This design comes from an exercise in tuning for small area on the open sky130 flow, not from production work. Where RTL was checked, it was by simulation tests only, not by an equivalence proof against the original. No functional check of the RTL was part of runs 1 and 2. Power is estimated from default activity; no workload was simulated.

[flow/run.sh]
#!/bin/bash
# The standard layout (standard.sh: the standard flow's synthesis and the ORFS flow)
# with three changes: the clock tree is built from larger sink clusters
# (at most 16 flip-flops within 100 um per leaf buffer) without dummy
# loads; the port buffers start as the smallest buffer (the resizer
# upsizes them where needed); and the repairs that timing-driven global
# placement makes at its early, still overlapping iterations are not kept
# (the resizer step after placement repairs the final placement instead).
# make's output goes to flow_make.log; each ORFS step keeps its own log
# under orfs/logs.
set -euo pipefail
bash standard.sh \
  "CTS_ARGS=-sink_clustering_enable -repair_clock_nets -dont_use_dummy_load -buf_list sky130_fd_sc_hd__clkbuf_8 -sink_clustering_size 16 -sink_clustering_max_diameter 100" \
  "BUFFER_PORTS_ARGS=-buffer_cell sky130_fd_sc_hd__buf_1" \
  "GPL_KEEP_OVERFLOW=0" \
  finish > flow_make.log 2>&1
[design.v]
package opfwd_pkg;
  localparam int NUM_REGS = 32;
  typedef logic [4:0]  reg_addr_t;   
  typedef logic [31:0] xlen_t;       
  typedef logic [1:0]  fwd_sel_t;    
  typedef logic [1:0]  op_t;         
  localparam fwd_sel_t FWD_NONE = 2'd0;   
  localparam fwd_sel_t FWD_E    = 2'd1;
  localparam fwd_sel_t FWD_M    = 2'd2;
  localparam fwd_sel_t FWD_W    = 2'd3;
  localparam op_t OP_ADD = 2'd0;
  localparam op_t OP_XOR = 2'd1;
  localparam op_t OP_LDI = 2'd2;   
  typedef struct packed {
    logic      valid;
    op_t       op;
    reg_addr_t rs1;
    reg_addr_t rs2;
    logic      use_rs1;
    logic      use_rs2;
    reg_addr_t rd;
    logic      writes_rd;
    xlen_t     imm;
  } issue_req_t;
  typedef struct packed {
    reg_addr_t addr;
    xlen_t     data;
  } fwd_port_t;
  typedef struct packed {
    logic      valid;
    reg_addr_t rd;
    xlen_t     data;
  } wb_port_t;
  typedef struct packed {
    logic      valid;
    op_t       op;
    reg_addr_t rd;
    logic      writes_rd;
    xlen_t     op1;
    xlen_t     op2;
    xlen_t     imm;
  } stage_t;
endpackage
`timescale 1ns/1ps
module opfwd_top (
  input  logic        clk,
  input  logic        arst_n,
  input  logic        req_valid,
  input  logic [1:0]  req_op,
  input  logic [4:0]  req_rs1,
  input  logic [4:0]  req_rs2,
  input  logic        req_use_rs1,
  input  logic        req_use_rs2,
  input  logic [4:0]  req_rd,
  input  logic        req_writes_rd,
  input  logic [31:0] req_imm,
  output logic        stall,
  output logic        retire_valid,
  output logic [4:0]  retire_rd,
  output logic [31:0] retire_data
);
  logic [31:0] regs [1:31];
  logic [31:1] written;
  logic [4:0]  ldi_rd;
  logic        accept;
  logic        fwd1_nxt, fwd2_nxt;
  logic        e_valid;
  logic [4:0]  e_rs1, e_rs2;
  logic        e_fwd1, e_fwd2;
  logic        e_xor;
  logic [4:0]  e_rd;        
  logic [31:0] e_imm;
  logic [31:1] sel1, sel2, we, keep;
  logic [31:0] op1, op2, res;
  logic        m_valid, w_valid;
  logic [4:0]  m_rd, w_rd;
  logic [31:0] m_data, w_data;
  assign stall  = req_valid && (ldi_rd != 5'd0) &&
                  ((req_use_rs1 && (req_rs1 == ldi_rd)) ||
                   (req_use_rs2 && (req_rs2 == ldi_rd)));
  assign accept = req_valid && !stall;
  assign fwd1_nxt = req_use_rs1 && e_valid && (e_rd != 5'd0) && (req_rs1 == e_rd);
  assign fwd2_nxt = req_use_rs2 && e_valid && (e_rd != 5'd0) && (req_rs2 == e_rd);
  always_ff @(posedge clk) begin
    e_rs1  <= (req_use_rs1 && !fwd1_nxt) ? req_rs1 : 5'd0;
    e_rs2  <= (req_use_rs2 && !fwd2_nxt) ? req_rs2 : 5'd0;
    e_fwd1 <= fwd1_nxt;
    e_fwd2 <= fwd2_nxt;
    e_xor  <= (req_op == 2'd1);
    e_rd   <= req_writes_rd ? req_rd : 5'd0;
    e_imm  <= (req_op == 2'd2) ? req_imm : 32'd0;
  end
  always_comb begin
    for (int i = 1; i < 32; i++) begin
      we[i]   = m_valid && (m_rd == i[4:0]);
      keep[i] = ~we[i];
      sel1[i] = (e_rs1 == i[4:0]) && written[i];
      sel2[i] = (e_rs2 == i[4:0]) && written[i];
    end
  end
  logic [31:1] col [32];
  always_comb begin
    for (int b = 0; b < 32; b++) begin
      for (int i = 1; i < 32; i++) col[b][i] = regs[i][b];
    end
  end
  for (genvar b = 0; b < 32; b++) begin : g_rd
    rf_rd_bit i_rd1 (.sel(sel1), .d(col[b]), .fwd(e_fwd1), .fwd_d(m_data[b]), .y(op1[b]));
    rf_rd_bit i_rd2 (.sel(sel2), .d(col[b]), .fwd(e_fwd2), .fwd_d(m_data[b]), .y(op2[b]));
  end
  logic [31:0] p, g;
  logic [31:0] pg_g [6];
  logic [31:0] pg_p [6];
  always_comb begin
    p = op1 ^ op2;
    g = op1 & op2 & {32{~e_xor}};
    pg_g[0] = g;
    pg_p[0] = p;
    for (int l = 0; l < 5; l++) begin
      for (int i = 0; i < 32; i++) begin
        if (((i >> l) & 1) == 1) begin
          pg_g[l+1][i] = pg_g[l][i] | (pg_p[l][i] & pg_g[l][((i >> l) << l) - 1]);
          pg_p[l+1][i] = pg_p[l][i] & pg_p[l][((i >> l) << l) - 1];
        end else begin
          pg_g[l+1][i] = pg_g[l][i];
          pg_p[l+1][i] = pg_p[l][i];
        end
      end
    end
    res = p ^ {pg_g[5][30:0], 1'b0} ^ e_imm;
  end
  logic [31:0] regs_nxt [1:31];
  for (genvar i = 1; i < 32; i++) begin : g_hold
    for (genvar b = 0; b < 32; b++) begin : g_bit
      rf_hold i_hold (
        .we   (we[i]),
        .keep (keep[i]),
        .d    (m_data[b]),
        .q    (regs[i][b]),
        .nxt  (regs_nxt[i][b])
      );
    end
  end
  always_ff @(posedge clk) begin
    for (int i = 1; i < 32; i++) begin
      regs[i] <= regs_nxt[i];
    end
  end
  always_ff @(posedge clk or negedge arst_n) begin
    if (!arst_n) begin
      written <= '0;
      ldi_rd  <= '0;
      e_valid <= 1'b0;
      m_valid <= 1'b0;
      w_valid <= 1'b0;
    end else begin
      written <= written | we;
      ldi_rd  <= (accept && req_op == 2'd2 && req_writes_rd) ? req_rd : 5'd0;
      e_valid <= accept;
      m_valid <= e_valid;
      w_valid <= m_valid;
    end
  end
  always_ff @(posedge clk) begin
    m_rd   <= e_rd;
    m_data <= res;
    w_rd   <= m_rd;
    w_data <= m_data;
  end
  assign retire_valid = w_valid;
  assign retire_rd    = w_rd;
  assign retire_data  = w_data;
endmodule
module rf_hold (
  input  logic we,
  input  logic keep,
  input  logic d,
  input  logic q,
  output logic nxt
);
  assign nxt = (d & we) | (q & keep);
endmodule
module rf_rd_bit (
  input  logic [31:1] sel,
  input  logic [31:1] d,
  input  logic        fwd,
  input  logic        fwd_d,
  output logic        y
);
  logic [10:0] grp_n;
  for (genvar g = 0; g < 10; g++) begin : g_grp
    rf_aoi3 i_aoi3 (.s(sel[3*g+3:3*g+1]), .d(d[3*g+3:3*g+1]), .y_n(grp_n[g]));
  end
  rf_aoi2 i_aoi2 (.s({fwd, sel[31]}), .d({fwd_d, d[31]}), .y_n(grp_n[10]));
  rf_rd_join i_join (.grp_n(grp_n), .y(y));
endmodule
module rf_aoi3 (
  input  logic [2:0] s,
  input  logic [2:0] d,
  output logic       y_n
);
  assign y_n = ~|(s & d);
endmodule
module rf_aoi2 (
  input  logic [1:0] s,
  input  logic [1:0] d,
  output logic       y_n
);
  assign y_n = ~|(s & d);
endmodule
module rf_rd_join (
  input  logic [10:0] grp_n,
  output logic        y
);
  assign y = ~&grp_n;
endmodule
[standard.sh]
#!/bin/bash
# synth_recipe.tcl (not shown) runs the flow's synth.tcl, then flattens the netlist and writes it again
# the make line also repeats each setting of config.mk as NAME=value (left out here)
make -C /OpenROAD-flow-scripts/flow DESIGN_CONFIG=/design/flow/config.mk WORK_HOME=/design/flow/orfs CLKGATE_MAP_FILE= SYNTH_SCRIPT=/design/flow/synth_recipe.tcl "${@:-finish}"
[constraint.sdc]
create_clock -name core_clock -period 5.0 [get_ports {clk}]
set_input_delay 1.0000 -clock core_clock [delete_from_list [all_inputs] [get_ports {clk}]]
set_output_delay 1.0000 -clock core_clock [all_outputs]
set_load 0.01 [all_outputs]
[config.mk]
export PLATFORM = sky130hd
export DESIGN_NAME = opfwd_top
export DESIGN_NICKNAME = opfwd_top
export VERILOG_FILES = /design/flow/design.v
export SDC_FILE = /design/flow/constraint.sdc
export NUM_CORES = 4
export LEC_CHECK = 0
export CAP_MARGIN = 10
export CORE_MARGIN = 2
export CORE_UTILIZATION = 50
export SLEW_MARGIN = 10
export SYNTH_HIERARCHICAL = 1
==> impl_metrics.csv, run 1 <==
group,metric,value,unit
status,status,"complete, but fails checks",
status,failed_checks,"setup timing",
critical_path,worstRegToRegCells,16,
power_and_ir_drop,total_power,18300,uW
timing,fin_setup_tns,-0.000650,ns
synthesis,async_reset_ff_share,3.38,%
drt,ant_nets,0,
critical_path,crit_chain,"nor2b_1, nor2b_1, and3_4, buf_16, a222oi_1, nand4_1, or3_1, ha_1, nand2_1, nor3_2, o21ai_4, buf_4, buf_4, a31o_4, and2_4, a211oi_1",
timing,timing.fmax,200,MHz
placed_design,io_buffers,93,
synthesis,syn-num-nets,3775,
synthesis,yosysSeqAreaShare,52.4,%
timing,setup_viol,1,
timing,rsz0062_at_grt,"true",
floorplanning,die_area,91500,sq um
worst_hold_path,holdCritPathClass,"in2async",
critical_path,reg2reg_from,"e_rs2[0]",
layout,areaGrowthSynthToFinish,13.9,%
timing,min_period_over_period,100,%
drt,num_vias,43412,
synthesis,yosysWarnings,16,
floorplanning,die_h,302,microns
critical_path,crit_fanout,19,
synthesis,netlist-cell-type-count,60,
floorplanning,dieWidth,302,microns
clock_network,htree_levels,3,
synthesis,syn_area,44500,sq um
timing,relSlewSlack,28.1,%
timing,timing.final.ws_setup,-0.000650,ns
timing,clock-skew-final,0.0826,ns
clock_network,ctsHoldBuffers,0,
drt,drt_pass1_iterations,17,
synthesis,synth_seq_cells,1155,
clock_network,root_buffer,"clkbuf_8",
clock_network,clkLatencyLatePin,0.79,ns
clock_network,clock-sinks,1155,
power_and_ir_drop,power_per_cell_area,361,nW/um^2
critical_path,worstPathRequired,5.67,ns
timing,worst-slew-pin-transition,1.08,ns
drt,wl_per_cell,41.7,microns
critical_path,r2r_slack,-0.0007,ns
drt,finalWirelength,215,mm
critical_path,critPathMaxStageDelay,0.55,ns
flow_run,max-cap-violations,0,
floorplanning,io-pin-count,94,
timing,min_period,5.00,ns
critical_path,crit_type,"reg2reg",
global_route,antenna_found_initial,26,
synthesis,synth_enable_flop_cells,0,
placed_design,hpwl,138,mm
synthesis,synth_ff_type,"dfxtp_1",
clock_network,cts_tree,"yes",
global_route,gr-usage-all-layers,45.3,%
critical_path,end_kind,"flop",
global_route,grt_pass1_wl,302,mm
synthesis,syn_avg_cell_area,12.1,sq um
drt,via_per_inst,8.42,
layout,fin_nets,4076,
power_and_ir_drop,p_leak,0.0190,uW
floorplanning,initial_core_util,50.4,%
critical_path,arrival,5.67,ns
floorplanning,coreArea,88400,sq um
placed_design,place_congestion,0.977,
drt,route.detailed.drc,0,
timing,finalMaxSlewViolations,0,
global_route,grt_pass1_vias,40864,
drt,dr.first_iter.drc_count,10921,
synthesis,netlist_instances,3684,
timing,hold_violations,0,
layout,n_fill_cell,7212,
critical_path,rr_endpoint,"m_data[25]",
critical_path,crit_buf_inv,3,
clock_network,cts_buffer_depth,3,
floorplanning,rows,109,
global_route,grt_max_degree,35,
layout,drive_gt1_share,11.9,%
timing,holdWs,0.0758,ns
critical_path,start_kind,"flop",
clock_network,cts-buffers-inserted,82,
clock_network,clk_pin_slew,0.12,ns
power_and_ir_drop,vdd_ir_drop_max,298,uV
critical_path,cp_slowest_cell,"nand4_1",
global_route,overflow,0,
critical_path,crit_family,"simple AND/OR/NAND/NOR gates",
-- per-module statistics from Yosys, one instance, submodules excluded, a selection --
module,cells inside,cell area (sq um)
rf_hold,1,8.76
rf_rd_join,4,23.8
rf_aoi2,1,12.5
opfwd_top,1732,27100
rf_aoi3,1,10.0
-- worst max-delay path by stage --
| stage | depth (start not counted) | end | startpoint |
|---|---|---|---|
| global placement | 14 | m_data[16] | e_rs1[1] |
| floorplan | 15 | m_data[16] | e_rs1[1] |
| detailed placement | 16 | m_data[16] | e_rs1[1] |
| finish | 16 | m_data[25] | e_rs2[0] |
| CTS | 16 | m_data[16] | e_rs2[0] |
| global route | 17 | m_data[17] | e_rs2[2] |
-- synth_stat cells, types with 3 or more instances --
cell	count	area (sq um)
nand3_1	72	360
xnor2_1	44	385
nor3_1	14	70.1
a222oi_1	640	6410
nand2b_1	31	194
o31ai_1	4	30.0
nor2b_1	25	156
dfxtp_1	1116	22300
nor2_1	28	105
o211ai_1	4	30.0
a21boi_0	3	22.5
inv_1	38	143
a21oi_1	23	115
clkbuf_1	9	33.8
o21a_1	3	22.5
or3_1	65	407
and2_1	63	394
a311oi_2	3	45.0
nand2_1	56	210
and3_1	69	432
ha_1	36	450
dfrtp_1	39	976
a22o_1	992	8690
a21o_1	7	52.6
a21oi_2	4	35.0
o22ai_1	5	31.3
or2_2	7	43.8
nand4_1	136	851
a22oi_2	64	801
xor2_1	24	210
a211oi_1	11	82.6
o21ai_0	11	55.1
a31oi_1	3	18.8
-- cell usage in the layout (no fill, tap or decap), drive strengths merged, types with 3 or more instances in the layout --
cell and count:
dfxtp 1116, a22o 992, a222oi 640, buf 229
nand4 136, clkbuf 82, nand3 72, and3 69
or3 65, a22oi 65, and2 64, nand2 56
xnor2 44, dfrtp 39, inv 38, ha 36
nand2b 31, nor2 28, a21oi 27, nor2b 25
xor2 24, nor3 15, o21ai 12, a211oi 12
diode 10, or2 7, a21o 7, o22ai 5
o211ai 4, o31ai 4, a311oi 4, a21boi 3
a31oi 3, o21a 3
-- per-layer routing --
metal / wire length, microns / up-vias / GRT usage, %
li1: - / 17081 / -
met1: 78900 / 21050 / 60.9
met2: 85700 / 4299 / 63.3
met3: 34100 / 966 / 14.9
met4: 16200 / 16 / 26.8
met5: 99 / - / 0
-- metrics by stage --
| step | cell area [sq um] | worst slack, ns | cells | utilization, % |
|---|---|---|---|---|
| after floorplan | 44500 | 0.862 | 3684 | - |
| after global placement | 46300 | -1.08 | 4930 | 52.4 |
| after detailed placement | 49400 | -0.375 | 5061 | 55.9 |
| after CTS | 50600 | 0.0143 | 5144 | 57.3 |
| after global routing | 50700 | -0.0144 | 5152 | 57.4 |
| final | 50700 | -0.000650 | 5158 | 57.4 |
-- state kept, by name, indices dropped and copies added, names as in the netlist --
name / flops
w_valid: 1
m_rd: 5
w_data: 32
written: 31
e_imm: 32
m_valid: 1
e_fwd1: 1
e_xor: 1
regs: 992
m_data: 32
ldi_rd: 5
e_fwd2: 1
e_rd: 5
e_valid: 1
e_rs2: 5
w_rd: 5
e_rs1: 5
-- cell type report --
class | instances | area, sq um | share of cell area [%]
inverters | 38 | 143 | 0.281
repair buffers | 229 | 3350 | 6.61
flip-flops and latches | 1155 | 23400 | 46.1
diodes | 10 | 25.0 | 0.0493
multi-input cells | 2479 | 21300 | 41.9
clock buffers | 82 | 1130 | 2.22
well taps | 1165 | 1460 | 2.87
-- worst register-to-register path: stages (launching register included) --
cell	delay (ns)
dfxtp_1	0.36
nor2b_1	0.21
nor2b_1	0.22
and3_4	0.33
buf_16	0.23
a222oi_1	0.45
nand4_1	0.55
or3_1	0.52
ha_1	0.35
nand2_1	0.15
nor3_2	0.41
o21ai_4	0.10
buf_4	0.17
buf_4	0.15
a31o_4	0.28
and2_4	0.20
a211oi_1	0.24
-- cells by family (layout without fill, tap and decap cells) --
group / after synthesis / count (layout) / synth area share (%)
AO/OA/AOI/OAI: 1793 / 1793 / 37.3
flip-flops: 1155 / 1155 / 52.4
AND/OR/NAND/NOR: 581 / 581 / 7.53
XOR/XNOR: 68 / 68 / 1.34
buffers and inverters: 50 / 349 / 0.455
adder cells (fa/ha/maj): 36 / 36 / 1.01
multiplexers: 1 / 1 / 0.0253
other: 0 / 10 / 0
-- report_power, final --
part           total (uW)  switching (uW)  internal [uW]
Clock                4540            3060           1480
Combinational        2330            1280           1040
Sequential          11500            1310          10200
Total               18300            5650          12700
-- timing repair --
| item | in CTS | in global routing |
|---|---|---|
| setup buffers | 1 | 4 |
| resized for setup | 7 | 17 |
| endpoints found under the setup margin | 15 | 11 |
| pin swaps | 8 | 21 |
| gates cloned | 0 | 0 |
==> run 2: changes to the inputs <==
==> flow/run.sh (replaced) <==
#!/bin/bash
# The standard layout (standard.sh: the standard flow's synthesis and the ORFS flow)
# with two changes: the clock tree is built from larger sink clusters
# (at most 16 flip-flops within 100 um per leaf buffer) without dummy
# loads, and the port buffers start as the smallest buffer (the resizer
# upsizes them where needed). make's output goes to flow_make.log; each
# ORFS step keeps its own log under orfs/logs.
set -euo pipefail
bash standard.sh \
  "CTS_ARGS=-sink_clustering_enable -repair_clock_nets -dont_use_dummy_load -buf_list sky130_fd_sc_hd__clkbuf_8 -sink_clustering_size 16 -sink_clustering_max_diameter 100" \
  "BUFFER_PORTS_ARGS=-buffer_cell sky130_fd_sc_hd__buf_1" \
  finish > flow_make.log 2>&1
==> run 2 against run 1 <==
  * Still fails the layout checks on setup timing
  * First-iteration DRC count shrank 5.3%
  * Final cell count is 2.0% higher
  * Design area shrank 2.6%
  * Clock skew is 0.035 ns lower
  * Highest routed layer unchanged
  * Clock power about the same
  * Sequential share of layout area grew 1.1 points
  * Critical endpoint is now m_data[29]
  * Core utilization shrank 1.5 points
  * Setup slack worse by 0.14 ns
  * Largest power group unchanged
  * Largest cell class unchanged
==> impl_metrics.csv, run 2 <==
group,metric,value,unit
drt,dr.first_iter.drc_count,10343,
layout,final_area,49400,sq um
clock_network,clkLatencyLatePin,0.77,ns
synthesis,muxShareOfSynthArea,0.0253,%
synthesis,synth_ff_type,"dfxtp_1",
critical_path,start_kind,"flop",
synthesis,syn-num-nets,3775,
drt,num_vias,43760,
critical_path,end_kind,"flop",
floorplanning,initial_core_util,50.4,%
timing,relSlewSlack,7.24,%
synthesis,syn_avg_cell_area,12.1,sq um
worst_hold_path,holdCritPathClass,"in2async",
layout,seq_area,23300,sq um
clock_network,cts-buffers-inserted,82,
timing,min_period_over_period,103,%
clock_network,clk_pin_slew,0.11,ns
layout,largest_reg_flops,992,
clock_network,cts_buffer_depth,3,
drt,finalWirelength,213,mm
layout,fin_nets,4180,
synthesis,async_reset_ff_share,3.38,%
timing,min_period,5.14,ns
layout,n_fill_cell,7536,
drt,ant_nets,0,
layout,drive_gt1_share,11.4,%
floorplanning,die_area,91500,sq um
drt,route.detailed.drc,0,
critical_path,crit_type,"reg2reg",
drt,via_per_inst,8.32,
global_route,antenna_found_initial,26,
floorplanning,die_h,302,microns
power_and_ir_drop,p_int,12600,uW
placed_design,placed_area,48200,sq um
synthesis,syn_area,44500,sq um
layout,final_common_cell,"dfxtp_1",
timing,worst-slew-pin-transition,1.39,ns
clock_network,htree_levels,3,
floorplanning,rows,109,
synthesis,synth.largest_area_cell,"dfxtp_1",
clock_network,ctsHoldBuffers,0,
timing,finalMaxSlewViolations,0,
synthesis,synth_adder_area_share,1.01,%
global_route,grt_pass1_wl,301,mm
power_and_ir_drop,power_per_cell_area,369,nW/um^2
power_and_ir_drop,p_clk_share,24.8,%
synthesis,netlist_instances,3684,
synthesis,synth_xor_area_share,1.34,%
global_route,grt_max_degree,40,
placed_design,place_congestion,1.01,
synthesis,yosysSeqAreaShare,52.4,%
power_and_ir_drop,p_leak,0.0190,uW
global_route,gr-usage-all-layers,45.0,%
synthesis,yosysWarnings,16,
synthesis,synth_top_family_by_area,"compound AO/OA/AOI/OAI gates",
power_and_ir_drop,p_seq_share,61.4,%
clock_network,root_buffer,"clkbuf_8",
layout,top_register,"regs",
power_and_ir_drop,p_comb_share,13.8,%
synthesis,synth_top_area_share,50.2,%
timing,hold_violations,0,
power_and_ir_drop,swShare,31.3,%
global_route,overflow,0,
floorplanning,dieWidth,302,microns
critical_path,crit_fanout,15,
flow_run,max-cap-violations,0,
placed_design,io_buffers,93,
timing,timing.final.ws_setup,-0.137,ns
timing,setup_viol,8,
layout,multi_input_area,21100,sq um
drt,drt_pass1_iterations,14,
synthesis,synth_seq_cells,1155,
synthesis,synth_common_cells,"1116 x dfxtp_1, 992 x a22o_1, 640 x a222oi_1",
floorplanning,io-pin-count,94,
power_and_ir_drop,vdd_ir_drop_max,442,uV
power_and_ir_drop,p_switching,5710,uW
timing,clock-skew-final,0.0474,ns
synthesis,synth_compound_area_share,37.3,%
power_and_ir_drop,total_power,18300,uW
clock_network,clock-sinks,1155,
critical_path,arrival,5.84,ns
clock_network,cts_tree,"yes",
critical_path,worstRegToRegCells,13,
floorplanning,coreArea,88400,sq um
placed_design,hpwl,134,mm
status,status,"complete, but fails checks",
drt,wl_per_cell,40.6,microns
synthesis,netlist-cell-type-count,60,
layout,areaGrowthSynthToFinish,11.0,%
global_route,grt_pass1_vias,41581,
synthesis,synth_enable_flop_cells,0,
timing,timing.fmax,195,MHz
synthesis,yosysMostFrequentCell,"dfxtp_1",
status,failed_checks,"setup timing",
synthesis,synth-simple-area-share,7.53,%
critical_path,worstPathRequired,5.71,ns
layout,final_cell_mix,"1109 x dfxtp_1, 992 x a22o_1, 640 x a222oi_1, 234 x buf_4, 136 x nand4_1",
synthesis,ys_top_cells_by_area,"dfxtp_1 50%, a22o_1 20%, a222oi_1 14%, dfrtp_1 2.2%, nand4_1 1.9%",
-- run 2: cell types whose count changed in the layout (fill, tap and decap cells not counted), sizes merged --
cell,previous run,this run
buf,229,332
clkbuf,82,83
diode,10,9
-- run 2: power groups by stage --
| stage | Clock [uW] | Combinational (uW) | Sequential, uW |
|---|---|---|---|
| 2_1_floorplan | 0 | 1120 | 11300 |
| 3_3_place_gp | 0 | 2330 | 11300 |
| 3_5_place_dp | 0 | 2400 | 11300 |
| 4_1_cts | 4530 | 2400 | 11100 |
| 5_1_grt | 4840 | 2600 | 11300 |
| 6_report | 4530 | 2520 | 11200 |
-- run 2: per-stage QoR --
| step | setup WS, ns | setup TNS, ns | cells | util (%) | hold WS, ns |
|---|---|---|---|---|---|
| 4_1_cts | 0.0305 | 0 | 5252 | 55.8 | 0.272 |
| 5_1_grt | -0.0103 | -0.0233 | 5255 | 55.9 | 0.307 |
| 2_1_floorplan | 0.862 | 0 | 3684 | - | 0.343 |
| 6_report | -0.137 | -0.762 | 5261 | 55.9 | 0.287 |
| 3_5_place_dp | 0.0412 | 0 | 5170 | 54.6 | 0.377 |
| 3_3_place_gp | 0.106 | 0 | 5170 | 54.6 | 0.383 |
-- run 2: worst paths after layout --
check	endpoint	slack, ns	start
max in group asynchronous	written[5]	4.26	arst_n
worst max register to register	m_data[29]	-0.14	e_rs1[4]
worst min register to register	m_data[1]	0.36	e_imm[1]
min in group core_clock	m_data[1]	0.36	e_imm[1]
worst max-delay path	m_data[29]	-0.14	e_rs1[4]
worst min-delay path	e_valid	0.29	arst_n
-- run 2: modules after synthesis (local to each module, per instance), a selection --
module | cells inside | times used
opfwd_top | 1732 | 1
rf_aoi2 | 1 | 64
rf_aoi3 | 1 | 640
rf_hold | 1 | 992
rf_rd_join | 4 | 64
-- run 2: layer usage --
metal	GRT usage (%)	vias up	wire, microns
met1	58.4	21309	77900
met5	0	-	111
met3	16.3	965	33600
met2	61.3	4215	83400
li1	-	17253	-
met4	32.3	18	18400
-- run 2: cell type report --
class                      count  share of cell area [%]
antenna                        9                  0.0456
clock buffer                  82                    2.28
inverter                      38                   0.289
multi-input combinational   2479                    42.7
sequential                  1155                    47.2
tap                         1165                    2.95
timing repair buffer         333                    4.51
-- run 2: critical path, stage by stage, from the launching register on --
cell	delay (ns)
dfxtp_1	0.43
nor2b_1	0.61
and4_1	1.13
buf_4	0.35
a222oi_1	0.11
nand3_1	0.27
or3_1	0.18
ha_1	0.45
nand2_1	0.14
or3_1	0.37
a21oi_2	0.39
a21oi_4	0.17
and2_4	0.21
a311oi_2	0.22
-- run 2: cell families after synthesis --
family / count (synthesis)
AOI/OAI and AO/OA: 1793
xor gates and xnor gates: 68
adders and majority gates: 36
buffers and inverters: 50
DFF: 1155
muxes: 1
and+or+nand+nor: 581
-- run 2: repair_timing --
action / CTS / global route
setup buffers: 0 / 0
endpoints found under the setup margin: 0 / 19
resized for setup: 0 / 16
==> run 3: changes to the inputs <==
--- a/design.v
+++ b/design.v
@@ -65,7 +65,8 @@
   logic        accept;
   logic        fwd1_nxt, fwd2_nxt;
   logic        e_valid;
-  logic [4:0]  e_rs1, e_rs2;
+  logic [3:0]  e_hi1, e_hi2;    
+  logic [7:0]  e_lo1, e_lo2;    
   logic        e_fwd1, e_fwd2;
   logic        e_xor;
   logic [4:0]  e_rd;        
@@ -82,8 +83,10 @@
   assign fwd1_nxt = req_use_rs1 && e_valid && (e_rd != 5'd0) && (req_rs1 == e_rd);
   assign fwd2_nxt = req_use_rs2 && e_valid && (e_rd != 5'd0) && (req_rs2 == e_rd);
   always_ff @(posedge clk) begin
-    e_rs1  <= (req_use_rs1 && !fwd1_nxt) ? req_rs1 : 5'd0;
-    e_rs2  <= (req_use_rs2 && !fwd2_nxt) ? req_rs2 : 5'd0;
+    e_hi1  <= (req_use_rs1 && !fwd1_nxt) ? (4'd1 << req_rs1[4:3]) : 4'd0;
+    e_hi2  <= (req_use_rs2 && !fwd2_nxt) ? (4'd1 << req_rs2[4:3]) : 4'd0;
+    e_lo1  <= 8'd1 << req_rs1[2:0];
+    e_lo2  <= 8'd1 << req_rs2[2:0];
     e_fwd1 <= fwd1_nxt;
     e_fwd2 <= fwd2_nxt;
     e_xor  <= (req_op == 2'd1);
@@ -94,8 +97,8 @@
     for (int i = 1; i < 32; i++) begin
       we[i]   = m_valid && (m_rd == i[4:0]);
       keep[i] = ~we[i];
-      sel1[i] = (e_rs1 == i[4:0]) && written[i];
-      sel2[i] = (e_rs2 == i[4:0]) && written[i];
+      sel1[i] = e_hi1[i / 8] && e_lo1[i % 8] && written[i];
+      sel2[i] = e_hi2[i / 8] && e_lo2[i % 8] && written[i];
     end
   end
   logic [31:1] col [32];
@@ -111,24 +114,28 @@
   logic [31:0] p, g;
   logic [31:0] pg_g [6];
   logic [31:0] pg_p [6];
-  always_comb begin
-    p = op1 ^ op2;
-    g = op1 & op2 & {32{~e_xor}};
-    pg_g[0] = g;
-    pg_p[0] = p;
-    for (int l = 0; l < 5; l++) begin
-      for (int i = 0; i < 32; i++) begin
-        if (((i >> l) & 1) == 1) begin
-          pg_g[l+1][i] = pg_g[l][i] | (pg_p[l][i] & pg_g[l][((i >> l) << l) - 1]);
-          pg_p[l+1][i] = pg_p[l][i] & pg_p[l][((i >> l) << l) - 1];
-        end else begin
-          pg_g[l+1][i] = pg_g[l][i];
-          pg_p[l+1][i] = pg_p[l][i];
+  assign p = op1 ^ op2;
+  assign g = op1 & op2 & {32{~e_xor}};
+  assign pg_g[0] = g;
+  assign pg_p[0] = p;
+  for (genvar l = 0; l < 5; l++) begin : g_lvl
+    for (genvar i = 0; i < 32; i++) begin : g_pos
+      if (((i >> l) & 1) == 1) begin : g_node
+        localparam int J = ((i >> l) << l) - 1;
+        if (i < (1 << (l + 1)) || i == 31) begin : g_gonly
+          rf_pfx_g i_node (.gh(pg_g[l][i]), .ph(pg_p[l][i]), .gl(pg_g[l][J]), .g(pg_g[l+1][i]));
+          assign pg_p[l+1][i] = 1'b0;
+        end else begin : g_gp
+          rf_pfx_gp i_node (.gh(pg_g[l][i]), .ph(pg_p[l][i]), .gl(pg_g[l][J]), .pl(pg_p[l][J]),
+                            .g(pg_g[l+1][i]), .p(pg_p[l+1][i]));
         end
+      end else begin : g_pass
+        assign pg_g[l+1][i] = pg_g[l][i];
+        assign pg_p[l+1][i] = pg_p[l][i];
       end
     end
-    res = p ^ {pg_g[5][30:0], 1'b0} ^ e_imm;
-  end
+  end
+  assign res = p ^ {pg_g[5][30:0], 1'b0} ^ e_imm;
   logic [31:0] regs_nxt [1:31];
   for (genvar i = 1; i < 32; i++) begin : g_hold
     for (genvar b = 0; b < 32; b++) begin : g_bit
@@ -187,12 +194,13 @@
   input  logic        fwd_d,
   output logic        y
 );
-  logic [10:0] grp_n;
+  logic [9:0] grp_n;
+  logic       last;
   for (genvar g = 0; g < 10; g++) begin : g_grp
     rf_aoi3 i_aoi3 (.s(sel[3*g+3:3*g+1]), .d(d[3*g+3:3*g+1]), .y_n(grp_n[g]));
   end
-  rf_aoi2 i_aoi2 (.s({fwd, sel[31]}), .d({fwd_d, d[31]}), .y_n(grp_n[10]));
-  rf_rd_join i_join (.grp_n(grp_n), .y(y));
+  rf_ao2 i_ao2 (.s({fwd, sel[31]}), .d({fwd_d, d[31]}), .y(last));
+  rf_rd_join i_join (.grp_n(grp_n), .last(last), .y(y));
 endmodule
 module rf_aoi3 (
   input  logic [2:0] s,
@@ -201,16 +209,36 @@
 );
   assign y_n = ~|(s & d);
 endmodule
-module rf_aoi2 (
+module rf_ao2 (
   input  logic [1:0] s,
   input  logic [1:0] d,
-  output logic       y_n
-);
-  assign y_n = ~|(s & d);
+  output logic       y
+);
+  assign y = |(s & d);
 endmodule
 module rf_rd_join (
-  input  logic [10:0] grp_n,
-  output logic        y
-);
-  assign y = ~&grp_n;
-endmodule
+  input  logic [9:0] grp_n,
+  input  logic       last,
+  output logic       y
+);
+  assign y = ~&grp_n | last;
+endmodule
+module rf_pfx_gp (
+  input  logic gh,
+  input  logic ph,
+  input  logic gl,
+  input  logic pl,
+  output logic g,
+  output logic p
+);
+  assign g = gh | (ph & gl);
+  assign p = ph & pl;
+endmodule
+module rf_pfx_g (
+  input  logic gh,
+  input  logic ph,
+  input  logic gl,
+  output logic g
+);
+  assign g = gh | (ph & gl);
+endmodule
==> run.sh (new file) <==
#!/bin/bash
# synth_recipe.tcl (not shown) runs the flow's synth.tcl, then flattens the netlist and writes it again
# the make line also repeats each setting of config.mk as NAME=value (left out here)
make -C /OpenROAD-flow-scripts/flow DESIGN_CONFIG=/design/flow/config.mk WORK_HOME=/design/flow/orfs CLKGATE_MAP_FILE= SYNTH_SCRIPT=/design/flow/synth_recipe.tcl finish
--- a/config.mk
+++ b/config.mk
@@ -8,5 +8,9 @@
 export CAP_MARGIN = 10
 export CORE_MARGIN = 2
 export CORE_UTILIZATION = 50
+export CTS_BUF_LIST = sky130_fd_sc_hd__clkbuf_16
+export CTS_CLUSTER_DIAMETER = 100
+export CTS_CLUSTER_SIZE = 24
+export SETUP_SLACK_MARGIN = 0.35
 export SLEW_MARGIN = 10
 export SYNTH_HIERARCHICAL = 1
removed: flow/run.sh
removed: standard.sh
==> run 3 against run 2 <==
  * Now clean on timing, DRC and antenna
  * Synthesized cell count decreased by 0.19%
  * Critical path type unchanged
  * Register-to-register slack improved by 0.42 ns
  * Worst hold slack improved by 0.14 ns
  * Largest power group unchanged
  * Sequential power decreased by 4%
  * Critical endpoint is now m_data[20]
==> impl_metrics.csv, run 3 <==
group,metric,value,unit
status,status,"complete, no violations",
global_route,gr-usage-all-layers,45.9,%
drt,route.detailed.drc,0,
timing,holdWs,0.427,ns
synthesis,synth_common_cells,"1130 x dfxtp_1, 1056 x a22o_1, 640 x a222oi_1",
placed_design,place_congestion,0.998,
drt,dr.first_iter.drc_count,10686,
power_and_ir_drop,p_leak,0.0201,uW
synthesis,synth_compound_area_share,36.4,%
synthesis,netlist-cell-type-count,36,
critical_path,startpoint,"e_hi2[3]",
timing,timing.final.ws_setup,0.279,ns
floorplanning,die_h,303,microns
flow_run,max-cap-violations,0,
drt,finalWirelength,219,mm
timing,timing.fmax,212,MHz
placed_design,placed_area,48900,sq um
timing,rsz0062_at_grt,"false",
clock_network,cts-buffers-inserted,54,
timing,hold_violations,0,
layout,n_fill_cell,7369,
clock_network,clock-sinks,1169,
layout,drive_gt1_share,8.85,%
timing,min_period_over_period,94.4,%
global_route,grt_pass1_wl,306,mm
floorplanning,die_area,91800,sq um
layout,final_common_cell,"dfxtp_1",
synthesis,syn_area,44700,sq um
drt,num_vias,44214,
critical_path,cp_common_cell,"a21o_1",
critical_path,end_kind,"flop",
clock_network,root_buffer,"clkbuf_16",
clock_network,post_cts_resized,0,
synthesis,synth-simple-area-share,7.85,%
clock_network,ctsHoldBuffers,0,
clock_network,clkLatencyLatePin,0.71,ns
critical_path,worstRegToRegCells,14,
critical_path,crit_type,"reg2reg",
synthesis,synth_seq_cells,1169,
power_and_ir_drop,power_per_cell_area,341,nW/um^2
synthesis,yosysWarnings,16,
timing,setup_viol,0,
timing,worst-slew-pin-transition,1.34,ns
synthesis,muxShareOfSynthArea,0,%
clock_network,postCtsSetupBuffers,0,
synthesis,async_reset_ff_share,3.34,%
floorplanning,dieWidth,303,microns
timing,clock-skew-final,0.0401,ns
synthesis,netlist_instances,3677,
timing,finalMaxSlewViolations,0,
worst_hold_path,holdCritPathClass,"reg2reg",
critical_path,start_kind,"flop",
critical_path,arrival,5.35,ns
worst_hold_path,holdPathStages,0,
synthesis,synth_enable_flop_cells,0,
drt,wl_per_cell,41.9,microns
timing,min_period,4.72,ns
placed_design,io_buffers,93,
layout,top_register,"regs",
synthesis,yosysMostFrequentCell,"dfxtp_1",
critical_path,crit_fanout,14,
critical_path,cp_slowest_cell,"and3_1",
layout,final_cell_mix,"1129 x dfxtp_1, 1056 x a22o_1, 640 x a222oi_1, 229 x buf_4, 131 x nand4_1",
layout,largest_reg_flops,992,
critical_path,crit_chain,"and3_1, buf_4, a222oi_1, nand3b_1, or3_1, ha_1, nor2b_1, a21o_1, a21o_1, a21o_1, a21o_1, buf_4, a21o_1, xnor2_1",
synthesis,synth.largest_area_cell,"dfxtp_1",
clock_network,cts_buffer_depth,3,
power_and_ir_drop,total_power,17200,uW
drt,drt_pass1_iterations,28,
floorplanning,io-pin-count,94,
synthesis,synth_top_area_share,50.6,%
drt,ant_nets,0,
floorplanning,initial_core_util,50.5,%
timing,relSlewSlack,10.8,%
synthesis,syn_avg_cell_area,12.2,sq um
layout,final_area,50400,sq um
drt,via_per_inst,8.46,
synthesis,yosysSeqAreaShare,52.8,%
placed_design,place_worst_setup_slack,0.395,ns
critical_path,critPathMaxStageDelay,0.57,ns
synthesis,synth_xor_area_share,1.65,%
synthesis,synth_top_family_by_area,"compound AO/OA/AOI/OAI gates",
global_route,grt_max_degree,40,
global_route,grt_pass1_vias,41553,
critical_path,reg2reg_from,"e_hi2[3]",
power_and_ir_drop,vdd_ir_drop_max,274,uV
clock_network,htree_levels,2,
placed_design,hpwl,135,mm
floorplanning,rows,109,
layout,fin_nets,4130,
floorplanning,coreArea,88500,sq um
clock_network,clk_pin_slew,0.10,ns
critical_path,crit_path_end,"m_data[20]",
synthesis,synth_adder_area_share,0.868,%
global_route,antenna_found_initial,18,
synthesis,synth_ff_type,"dfxtp_1",
critical_path,rr_endpoint,"m_data[20]",
synthesis,ys_top_cells_by_area,"dfxtp_1 51%, a22o_1 21%, a222oi_1 14%, dfrtp_1 2.2%, nand4_1 1.8%",
critical_path,r2r_slack,0.28,ns
layout,areaGrowthSynthToFinish,12.8,%
global_route,overflow,0,
synthesis,syn-num-nets,3763,
timing,fin_setup_tns,0,ns
critical_path,worstPathRequired,5.63,ns
clock_network,cts_tree,"yes",
run 3: cell count changes after synthesis, sizes merged, moves of 20 or more:
cell | previous run | this run
xnor2 | 44 | 80
a22o | 992 | 1056
and2 | 64 | 84
nand3 | 72 | 6
a22oi | 65 | 0
xor2 | 24 | 4
a21oi | 27 | 5
nand3b | 2 | 64
a21o | 7 | 75
run 3: power breakdown:
group	internal, uW	switching [uW]
combinational	619	759
sequential	9980	672
clock	2040	3110
total	12600	4540
run 3: kinds of logic after synthesis:
kind of cell,after synthesis
AO/OA/AOI/OAI,1780
flip-flops,1169
AND/OR/NAND/NOR,564
XOR/XNOR,84
buffers and inverters,49
adder cells (fa/ha/maj),31
run 3: critical path, delay by kind of cell (launching register included):
kind / cells / cell delay (ns)
buffers and inverters: 2 / 0.62
xor gates and xnor gates: 1 / 0.19
adders and majority gates: 1 / 0.18
and+or+nand+nor: 4 / 1.67
AOI/OAI and AO/OA: 6 / 1.52
DFF: 1 / 0.44
run 3: layout make-up:
class                   count  area, sq um  area share (%)
flip-flops and latches   1169        23600            46.8
multi-input cells        2459        21000            41.6
repair buffers            328         2770            5.50
well taps                1165         1460            2.89
clock buffers              57         1430            2.83
inverters                  32          120           0.238
clock inverters            11         46.3          0.0918
diodes                      3         7.51          0.0149
run 3: metal layers:
metal  part of all wire [%]  vias up  global-route usage (%)
met5                  0.049        -                       0
met4                    8.0       18                    30.3
li1                       -    17102                       -
met2                     40     4451                    63.3
met1                     36    21639                    59.9
met3                     17     1004                    16.7
run 3: how the worst min path moves through the flow:
| stage | end | slack (ns) | from |
|---|---|---|---|
| floorplan | w_rd[1] | 0.34 | m_rd[1] |
| global placement | m_data[0] | 0.42 | e_imm[0] |
| detailed placement | m_data[0] | 0.42 | e_imm[0] |
| CTS | m_rd[0] | 0.43 | e_rd[0] |
| global route | m_rd[0] | 0.44 | e_rd[0] |
| finish | m_rd[0] | 0.43 | e_rd[0] |
run 3: metrics by stage:
stage	std cells	utilization (%)
finish	5224	57.0
floorplan	3677	-
CTS	5220	56.9
global route	5222	57.0
global placement	5152	55.2
detailed placement	5152	55.2
run 3: Yosys stat by module, one instance, submodules excluded, a selection:
module | copies in the design | cells inside | area, sq um | flip-flops and latches
opfwd_top | 1 | 1605 | 26500 | 1169
rf_rd_join | 64 | 4 | 26.3 | 0
rf_pfx_gp | 45 | 2 | 13.8 | 0
rf_aoi3 | 640 | 1 | 10.0 | 0
rf_ao2 | 64 | 1 | 8.76 | 0
rf_hold | 992 | 1 | 8.76 | 0
rf_pfx_g | 30 | 1 | 7.51 | 0
==> run 4: changes to the inputs <==
--- a/design.v
+++ b/design.v
@@ -61,6 +61,8 @@
 );
   logic [31:0] regs [1:31];
   logic [31:1] written;
+  logic        phase;
+  logic [31:0] rd1, rd2;
   logic [4:0]  ldi_rd;
   logic        accept;
   logic        fwd1_nxt, fwd2_nxt;
@@ -68,37 +70,45 @@
   logic [3:0]  e_hi1, e_hi2;    
   logic [7:0]  e_lo1, e_lo2;    
   logic        e_fwd1, e_fwd2;
+  logic        e_inv1, e_inv2;    
   logic        e_xor;
   logic [4:0]  e_rd;        
-  logic [31:0] e_imm;
+  logic [31:0] e_imm;       
   logic [31:1] sel1, sel2, we, keep;
   logic [31:0] op1, op2, res;
   logic        m_valid, w_valid;
   logic [4:0]  m_rd, w_rd;
-  logic [31:0] m_data, w_data;
+  logic [31:0] m_data, w_data;    
   assign stall  = req_valid && (ldi_rd != 5'd0) &&
                   ((req_use_rs1 && (req_rs1 == ldi_rd)) ||
                    (req_use_rs2 && (req_rs2 == ldi_rd)));
   assign accept = req_valid && !stall;
   assign fwd1_nxt = req_use_rs1 && e_valid && (e_rd != 5'd0) && (req_rs1 == e_rd);
   assign fwd2_nxt = req_use_rs2 && e_valid && (e_rd != 5'd0) && (req_rs2 == e_rd);
+  logic [31:0] wr_at_e;
+  logic        rf1_nxt, rf2_nxt;
+  assign wr_at_e = {written | we, 1'b0};
+  assign rf1_nxt = req_use_rs1 && !fwd1_nxt && wr_at_e[req_rs1];
+  assign rf2_nxt = req_use_rs2 && !fwd2_nxt && wr_at_e[req_rs2];
   always_ff @(posedge clk) begin
-    e_hi1  <= (req_use_rs1 && !fwd1_nxt) ? (4'd1 << req_rs1[4:3]) : 4'd0;
-    e_hi2  <= (req_use_rs2 && !fwd2_nxt) ? (4'd1 << req_rs2[4:3]) : 4'd0;
+    e_hi1  <= rf1_nxt ? (4'd1 << req_rs1[4:3]) : 4'd0;
+    e_hi2  <= rf2_nxt ? (4'd1 << req_rs2[4:3]) : 4'd0;
+    e_inv1 <= !phase && (rf1_nxt || fwd1_nxt);
+    e_inv2 <= !phase && (rf2_nxt || fwd2_nxt);
     e_lo1  <= 8'd1 << req_rs1[2:0];
     e_lo2  <= 8'd1 << req_rs2[2:0];
     e_fwd1 <= fwd1_nxt;
     e_fwd2 <= fwd2_nxt;
     e_xor  <= (req_op == 2'd1);
     e_rd   <= req_writes_rd ? req_rd : 5'd0;
-    e_imm  <= (req_op == 2'd2) ? req_imm : 32'd0;
+    e_imm  <= ((req_op == 2'd2) ? req_imm : 32'd0) ^ {32{phase}};
   end
   always_comb begin
     for (int i = 1; i < 32; i++) begin
       we[i]   = m_valid && (m_rd == i[4:0]);
       keep[i] = ~we[i];
-      sel1[i] = e_hi1[i / 8] && e_lo1[i % 8] && written[i];
-      sel2[i] = e_hi2[i / 8] && e_lo2[i % 8] && written[i];
+      sel1[i] = e_hi1[i / 8] && e_lo1[i % 8];
+      sel2[i] = e_hi2[i / 8] && e_lo2[i % 8];
     end
   end
   logic [31:1] col [32];
@@ -108,9 +118,11 @@
     end
   end
   for (genvar b = 0; b < 32; b++) begin : g_rd
-    rf_rd_bit i_rd1 (.sel(sel1), .d(col[b]), .fwd(e_fwd1), .fwd_d(m_data[b]), .y(op1[b]));
-    rf_rd_bit i_rd2 (.sel(sel2), .d(col[b]), .fwd(e_fwd2), .fwd_d(m_data[b]), .y(op2[b]));
-  end
+    rf_rd_bit i_rd1 (.sel(sel1), .d(col[b]), .fwd(e_fwd1), .fwd_d(m_data[b]), .y(rd1[b]));
+    rf_rd_bit i_rd2 (.sel(sel2), .d(col[b]), .fwd(e_fwd2), .fwd_d(m_data[b]), .y(rd2[b]));
+  end
+  assign op1 = rd1 ^ {32{e_inv1}};
+  assign op2 = rd2 ^ {32{e_inv2}};
   logic [31:0] p, g;
   logic [31:0] pg_g [6];
   logic [31:0] pg_p [6];
@@ -156,12 +168,14 @@
   always_ff @(posedge clk or negedge arst_n) begin
     if (!arst_n) begin
       written <= '0;
+      phase   <= 1'b0;
       ldi_rd  <= '0;
       e_valid <= 1'b0;
       m_valid <= 1'b0;
       w_valid <= 1'b0;
     end else begin
       written <= written | we;
+      phase   <= ~phase;
       ldi_rd  <= (accept && req_op == 2'd2 && req_writes_rd) ? req_rd : 5'd0;
       e_valid <= accept;
       m_valid <= e_valid;
@@ -172,7 +186,7 @@
     m_rd   <= e_rd;
     m_data <= res;
     w_rd   <= m_rd;
-    w_data <= m_data;
+    w_data <= m_data ^ {32{phase}};
   end
   assign retire_valid = w_valid;
   assign retire_rd    = w_rd;
@@ -185,7 +199,7 @@
   input  logic q,
   output logic nxt
 );
-  assign nxt = (d & we) | (q & keep);
+  assign nxt = ~((we | q) & (keep | d));
 endmodule
 module rf_rd_bit (
   input  logic [31:1] sel,
==> flow/run.sh (new file) <==
#!/bin/bash
# The standard layout (standard.sh: the standard flow's synthesis and the ORFS flow)
# with two changes: the clock tree is built from larger sink clusters
# (at most 24 flip-flops within 100 um per clkbuf_16 leaf buffer) without
# dummy loads, and the port buffers start as the smallest buffer (the
# resizer upsizes them where needed). make's output goes to flow_make.log;
# each ORFS step keeps its own log under orfs/logs.
set -euo pipefail
bash standard.sh \
  "CTS_ARGS=-sink_clustering_enable -repair_clock_nets -dont_use_dummy_load -buf_list sky130_fd_sc_hd__clkbuf_16 -sink_clustering_size 24 -sink_clustering_max_diameter 100" \
  "BUFFER_PORTS_ARGS=-buffer_cell sky130_fd_sc_hd__buf_1" \
  finish > flow_make.log 2>&1
==> standard.sh (new file) <==
#!/bin/bash
# synth_recipe.tcl (not shown) runs the flow's synth.tcl, then flattens the netlist and writes it again
# the make line also repeats each setting of config.mk as NAME=value (left out here)
make -C /OpenROAD-flow-scripts/flow DESIGN_CONFIG=/design/flow/config.mk WORK_HOME=/design/flow/orfs CLKGATE_MAP_FILE= SYNTH_SCRIPT=/design/flow/synth_recipe.tcl "${@:-finish}"
--- a/config.mk
+++ b/config.mk
@@ -8,9 +8,6 @@
 export CAP_MARGIN = 10
 export CORE_MARGIN = 2
 export CORE_UTILIZATION = 50
-export CTS_BUF_LIST = sky130_fd_sc_hd__clkbuf_16
-export CTS_CLUSTER_DIAMETER = 100
-export CTS_CLUSTER_SIZE = 24
 export SETUP_SLACK_MARGIN = 0.35
 export SLEW_MARGIN = 10
 export SYNTH_HIERARCHICAL = 1
removed: run.sh
==> run 4 against run 3 <==
  * Register-to-register slack improved by 0.07 ns
  * Worst hold slack got worse by 0.034 ns
  * Clock power fell by 4.3%
  * Non-clock buffer count shrank 46
  * Critical endpoint is now m_data[31]
  * Critical path type unchanged
==> impl_metrics.csv, run 4 <==
group,metric,value,unit
synthesis,syn-num-nets,4014,
layout,largest_reg_flops,992,
status,status,"complete, no violations",
timing,finalMaxSlewViolations,0,
floorplanning,die_area,90400,sq um
critical_path,crit_chain,"and2_2, a222oi_1, nand4_1, or3_1, xor2_1, ha_1, and2_1, a21o_1, a21o_1, a21o_4, a21o_1, xnor2_1, xnor2_1, xnor2_1",
synthesis,synth-simple-area-share,7.61,%
drt,ant_nets,0,
critical_path,crit_fanout,16,
clock_network,cts_tree,"yes",
drt,num_vias,43781,
critical_path,r2r_slack,0.35,ns
synthesis,synth_adder_area_share,0.881,%
critical_path,crit_family,"simple AND/OR/NAND/NOR gates",
global_route,gr-usage-all-layers,42.8,%
synthesis,async_reset_ff_share,3.41,%
placed_design,hpwl,128,mm
synthesis,synth_top_family_by_area,"compound AO/OA/AOI/OAI gates",
floorplanning,rows,108,
floorplanning,initial_core_util,50.6,%
timing,setup_viol,0,
synthesis,syn_area,44000,sq um
clock_network,clkLatencyLatePin,0.69,ns
global_route,overflow,0,
synthesis,syn_avg_cell_area,11.2,sq um
global_route,grt_pass1_wl,286,mm
layout,top_register,"regs",
layout,n_fill_cell,7773,
clock_network,cts_buffer_depth,3,
clock_network,cts-buffers-inserted,54,
critical_path,start_kind,"flop",
global_route,antenna_found_initial,20,
layout,fin_nets,4305,
synthesis,yosysMostFrequentCell,"dfxtp_1",
worst_hold_path,hold_end,"m_valid",
synthesis,netlist_instances,3928,
timing,timing.fmax,215,MHz
drt,route.detailed.drc,0,
critical_path,crit_buf_inv,0,
floorplanning,dieWidth,301,microns
layout,areaGrowthSynthToFinish,10.6,%
layout,drive_gt1_share,7.97,%
critical_path,worstRegToRegCells,14,
synthesis,muxShareOfSynthArea,0.154,%
critical_path,crit_type,"reg2reg",
global_route,grt_max_degree,41,
clock_network,htree_levels,2,
clock_network,postCtsSetupBuffers,0,
worst_hold_path,holdPathStages,0,
drt,finalWirelength,202,mm
power_and_ir_drop,vdd_ir_drop_max,394,uV
clock_network,root_buffer,"clkbuf_16",
synthesis,yosysSeqAreaShare,53.8,%
drt,drt_pass1_iterations,15,
critical_path,critPathMaxStageDelay,0.66,ns
timing,min_period_over_period,93.0,%
synthesis,synth_common_cells,"1132 x dfxtp_1, 996 x o22ai_1, 640 x a222oi_1",
timing,hold_violations,0,
timing,relSlewSlack,12.8,%
synthesis,synth_seq_cells,1172,
floorplanning,die_h,301,microns
critical_path,end_kind,"flop",
critical_path,arrival,5.27,ns
worst_hold_path,holdCritPathClass,"reg2reg",
critical_path,reg2reg_from,"e_hi1[2]",
clock_network,clock-sinks,1172,
timing,min_period,4.65,ns
drt,wl_per_cell,37.4,microns
synthesis,synth_enable_flop_cells,0,
floorplanning,coreArea,87000,sq um
critical_path,startpoint,"e_hi1[2]",
synthesis,netlist-cell-type-count,58,
synthesis,yosysWarnings,16,
synthesis,synth.largest_area_cell,"dfxtp_1",
synthesis,synth_top_area_share,51.5,%
placed_design,place_congestion,1.05,
worst_hold_path,hold_start,"e_valid",
layout,final_common_cell,"dfxtp_1",
placed_design,io_buffers,93,
drt,via_per_inst,8.12,
flow_run,max-cap-violations,0,
clock_network,clk_pin_slew,0.11,ns
synthesis,synth_xor_area_share,4.22,%
clock_network,ctsHoldBuffers,0,
layout,final_cell_mix,"1129 x dfxtp_1, 996 x o22ai_1, 640 x a222oi_1, 182 x buf_4, 130 x nand4_1",
timing,clock-skew-final,0.0486,ns
critical_path,cp_slowest_cell,"nand4_1",
synthesis,synth_compound_area_share,32.3,%
power_and_ir_drop,total_power,21700,uW
power_and_ir_drop,power_per_cell_area,445,nW/um^2
critical_path,rr_endpoint,"m_data[31]",
global_route,grt_pass1_vias,39915,
floorplanning,io-pin-count,94,
synthesis,ys_top_cells_by_area,"dfxtp_1 51%, a222oi_1 15%, o22ai_1 14%, dfrtp_1 2.3%, xor2_1 2.2%",
drt,dr.first_iter.drc_count,10310,
timing,fin_setup_tns,0,ns
timing,worst-slew-pin-transition,1.31,ns
critical_path,worstPathRequired,5.62,ns
timing,rsz0062_at_grt,"false",
synthesis,synth_ff_type,"dfxtp_1",
power_and_ir_drop,p_leak,0.0194,uW
-- run 4: logic make-up after synthesis --
| family | count (synthesis) |
|---|---|
| AOI/OAI and AO/OA | 1839 |
| DFF | 1172 |
| and+or+nand+nor | 553 |
| xor gates and xnor gates | 212 |
| buffers and inverters | 118 |
| adders and majority gates | 31 |
| muxes | 3 |
-- run 4: cell type report --
type | instances | area [sq um] | share of cell area [%]
clock buffer | 54 | 1350 | 2.78
inverter | 71 | 267 | 0.548
timing repair buffer | 282 | 1860 | 3.83
antenna | 18 | 45.0 | 0.0925
multi-input combinational | 2638 | 20000 | 41.2
tap | 1155 | 1450 | 2.97
sequential | 1172 | 23700 | 48.6
-- run 4: repair_timing --
| action | 4_1_cts | 5_1_grt |
|---|---|---|
| cloned | 0 | 0 |
| gates resized for setup | 2 | 57 |
| endpoints found under the setup margin | 12 | 16 |
| pin swaps | 0 | 14 |
-- run 4: power breakdown --
part           switching (uW)  leakage [uW]  internal (uW)
Combinational            2320       0.00878           1800
Sequential               1490       0.00998          11100
Clock                    3000      0.000666           1930
-- run 4: worst reg2reg max path, delay by kind of cell, from the launching register on --
kind | cells | cell delay (ns)
and+or+nand+nor | 4 | 1.81
AOI/OAI and AO/OA | 5 | 1.41
xor gates and xnor gates | 4 | 0.63
DFF | 1 | 0.39
adders and majority gates | 1 | 0.38
-- run 4: routing by layer --
layer  global-route usage, %  routed length, microns  share of wire (%)  up-vias
met1                    58.2                   76400                 38    21377
met4                    23.8                   14100                7.0       12
met3                    14.0                   30500                 15      777
li1                        -                       -                  -    17833
met2                    59.7                   80400                 40     3782
met5                       0                      72              0.036        -
-- run 4: worst max path at each step --
stage,endpoint,cells past startpoint,slack (ns)
3_5_place_dp,m_data[31],15,0.23
2_1_floorplan,m_data[31],14,1.22
6_report,m_data[31],14,0.35
5_1_grt,m_data[31],16,0.35
3_3_place_gp,m_data[31],15,0.25
4_1_cts,m_data[31],15,0.36
-- run 4: metrics by stage --
| step | util, % | instance area [sq um] | setup WS, ns | instances | hold WS (ns) |
|---|---|---|---|---|---|
| 2_1_floorplan | - | 44000 | 1.22 | 3928 | 0.354 |
| 3_5_place_dp | 54.2 | 47200 | 0.233 | 5317 | 0.372 |
| 4_1_cts | 55.8 | 48500 | 0.356 | 5371 | 0.393 |
| 3_3_place_gp | 54.2 | 47200 | 0.251 | 5317 | 0.368 |
| 6_report | 55.9 | 48700 | 0.349 | 5390 | 0.393 |
| 5_1_grt | 55.9 | 48600 | 0.348 | 5374 | 0.410 |
-- run 4: per-module statistics from Yosys, one instance, submodules excluded, a selection --
module | copies in the design | area, sq um
opfwd_top | 1 | 28300
rf_rd_join | 64 | 26.3
rf_pfx_gp | 45 | 13.8
rf_aoi3 | 640 | 10.0
rf_ao2 | 64 | 8.76
rf_pfx_g | 30 | 7.51
rf_hold | 992 | 6.26

## re-timing with driven ports
In the flow no input, the clock included, has a driving cell. The finished layouts below were timed again as built, in two steps. Step 1: set_driving_cell puts a clkbuf_16 on clk and a buf_2 on each other input, an assumption about the parent block. Step 2, shift: input delay + t, output delay - t, t = (earliest + latest rising clock arrival at the registers) / 2. This alone moves slack from input paths to output paths. Three values: no drivers, after step 1, after step 2; two values: the first two.
| run | shift t [ns] | slack for setup (ns) | worst setup path after step 2 |
|---|---|---|---|
| run 1 | 0.820 | -0.001 / -0.001 / -0.001 | register to register |
| run 2 | 0.828 | -0.137 / -0.137 / -0.137 | register to register |
| run 3 | 0.756 | 0.279 / 0.279 / 0.279 | register to register |
| run 4 | 0.744 | 0.349 / 0.349 / 0.349 | register to register |
